This design comes from an exercise in tuning for small area on the open sky130 flow, not from production work.
In this exercise RTL edits were held to simulation tests only and were not proved equivalent to the original.
No driver is modelled on the clock port, so clocking that relies on it looks cheaper here than on a real chip.

==> run B <==
Design frame_gen_top, start of the top module:
module frame_gen_top #(
    parameter int         PAYLOAD_LENGTH  = 128,
    parameter logic [7:0] PAYLOAD_PATTERN = 8'h55
) (
    input  logic                        clk,
    input  logic                        i_rst_n,
    input  logic                        i_start,
    input  logic [111:0]                i_header,           
    input  logic [15:0]                 i_payload_length,
    input  logic [8*PAYLOAD_LENGTH-1:0] i_payload,          
    input  logic [7:0]                  i_mode,
    output logic                        o_valid,
    output logic [63:0]                 o_frame_out,
    output logic                        o_done
);
    logic        load;
    logic        load_n;
    logic        preamble;
    logic        body;
    logic        fcs;
    logic        hdr0;
    logic        hdr1;
    logic        beat7;
    logic        body_last;
    logic [7:0]  pass;
    logic [7:0]  pass_n;
    logic [7:0]  set;
    logic [31:0] fcs_value;
    frame_fsm u_fsm (
        .clk         (clk),
        .i_rst_n     (i_rst_n),
        .i_start     (i_start),
  ...
clock: 8.0 ns
lec_check: 0
cap_margin: 20
core_margin: 2
core_utilization: 22
slew_margin: 20
standard.sh (not shown) runs the stock make flow with config.mk's settings and CLKGATE_MAP_FILE= SYNTH_SCRIPT=/design/flow/synth_recipe.tcl, a recipe that flattens the netlist after the stock synthesis.
==> flow/flow/run.sh <==
#!/bin/bash
# The standard layout with these changes to how it is built:
#  - synthesis is the standard synthesis with an area-only abc mapping
#    script (flow/synth_area.tcl, flow/abc_area.abc); registers are unchanged;
#  - port buffers made from the smallest buffer cell (buf_1);
#  - clock tree synthesis with clkbuf_4/clkbuf_8, clusters of up to 25 sinks
#    within 120 um, and no dummy loads;
#  - after clock tree synthesis, flow/post_cts.tcl upsizes any clock buffer
#    whose sinks see a clock slew above 115 ps (placement estimate).
set -euo pipefail
export FLOW_SYNTH_TCL="$PWD/synth_recipe.tcl"
export FLOW_ABC_SCRIPT="$PWD/flow/abc_area.abc"
export BUFFER_PORTS_ARGS="-buffer_cell sky130_fd_sc_hd__buf_1"
export CTS_ARGS="-sink_clustering_enable -repair_clock_nets -dont_use_dummy_load -buf_list {sky130_fd_sc_hd__clkbuf_4 sky130_fd_sc_hd__clkbuf_8} -sink_clustering_size 25 -sink_clustering_max_diameter 120"
export POST_CTS_TCL="$PWD/flow/post_cts.tcl"
export CLK_SLEW_TARGET=0.115
sed "s#SYNTH_SCRIPT=[^ ]*#SYNTH_SCRIPT=$PWD/flow/synth_area.tcl#" standard.sh > standard_area.sh
grep -q "SYNTH_SCRIPT=$PWD/flow/synth_area.tcl" standard_area.sh
bash standard_area.sh > standard.log 2>&1
==> flow/flow/abc_area.abc <==
&get -n
&st
&nf -R 1000
&put
==> flow/flow/synth_area.tcl <==
# The standard synthesis (synth_recipe.tcl, sourced below) with one change:
# the abc technology-mapping call uses flow/abc_area.abc, an area-only mapping
# that keeps the shared xor terms of the crc. Registers are mapped before abc
# (dfflibmap), so they come out exactly as in the standard synthesis.
proc abc {args} {
  set i [lsearch -exact $args -script]
  if { $i >= 0 && [string match *abc_speed.script [lindex $args [expr {$i + 1}]]] } {
    lset args [expr {$i + 1}] $::env(FLOW_ABC_SCRIPT)
  }
  yosys abc {*}$args
}
source $::env(FLOW_SYNTH_TCL)
Other scripts of this flow, unchanged in this note and not shown: flow/flow/post_cts.tcl
==> run X (differences from run B) <==
==> flow/flow/abc_area.abc (replaced) <==
&get -n
&st
&dch -f
&nf -R 1000
&put
- CORE_ASPECT_RATIO: unset -> 0.7
- CORE_UTILIZATION: 22 -> 27
==> run E (differences from run B) <==
==> flow/flow/run.sh (replaced) <==
#!/bin/bash
# The standard layout with three changes to how it is built:
#  - port buffers made from the smallest buffer cell (buf_1);
#  - clock tree synthesis with clkbuf_4/clkbuf_8, clusters of up to 25 sinks
#    within 120 um, and no dummy loads;
#  - after clock tree synthesis, flow/post_cts.tcl upsizes any clock buffer
#    whose sinks see a clock slew above 115 ps (placement estimate).
set -euo pipefail
export BUFFER_PORTS_ARGS="-buffer_cell sky130_fd_sc_hd__buf_1"
export CTS_ARGS="-sink_clustering_enable -repair_clock_nets -dont_use_dummy_load -buf_list {sky130_fd_sc_hd__clkbuf_4 sky130_fd_sc_hd__clkbuf_8} -sink_clustering_size 25 -sink_clustering_max_diameter 120"
export POST_CTS_TCL="$PWD/flow/post_cts.tcl"
export CLK_SLEW_TARGET=0.115
bash standard.sh > standard.log 2>&1
removed: flow/flow/abc_area.abc
removed: flow/flow/synth_area.tcl
==> impl_metrics.tcl <==
set metrics [dict create \
    tightest_slew_ps 1212 \
    gp_congestion 0.9913 \
    max_slew_margin_pct 19.19 \
    status "no timing/DRC/antenna violations" \
    required_ps 8550 \
    route.met3.wl_um 11260 \
]
The numbers above come from run B.

==> impl_metrics.tcl <==
set metrics [dict create \
    first_iter_violations 3038 \
    route.met3.wl_um 16520 \
    max_slew_margin_pct 22.52 \
    crit_fanout 8 \
    tightest_slew_ps 1154 \
    gp_congestion 0.9850 \
    antenna_cells 10 \
    status "no timing/DRC/antenna violations" \
    required_ps 8590 \
    r2r_cells 16 \
]
The numbers above come from run X.

==> impl_metrics.tcl <==
set metrics [dict create \
    status "no timing/DRC/antenna violations" \
    required_ps 6400 \
    met3_usage_pct 7.188 \
    crit_fanout 21 \
    finClkSkew_ps 83.10 \
    cap_viol_max_count 0 \
    start_util_pct 22.11 \
    tightest_slew_ps 1224 \
    synth_top_family_by_area "compound AO/OA/AOI/OAI gates" \
    ys_types 74 \
    max_slew_margin_pct 18.38 \
]
The numbers above come from run E.

==> what the ideal ports hide <==
The results above use ideal ports. As a check the final layouts listed here were re-extracted and re-timed, cells and wires unchanged. Step 1: set_driving_cell puts a clkbuf_16 on clk and a buf_2 on each other input, an assumption about the parent block. Step 2 moves the port delays by t, midway between the first and last clock arrival at a register: inputs arrive t later, outputs are due t later. That takes back most of the time a late clock gives input paths. Three values: ideal, step 1, step 2; two values: the first two.
run | t, ns | setup slack, ns | slew at the worst register clock pin (ns) | pins driven straight from the clock port
run B | 0.734 | 1.992 / 1.992 / 1.992 | 0.11 / 0.11 | 1
run X | 0.773 | 1.893 / 1.893 / 1.893 | 0.11 / 0.11 | 1
run E | 0.736 | 2.695 / 2.622 / 3.221 | 0.11 / 0.11 | 1
After both steps every run listed still meets setup and hold.
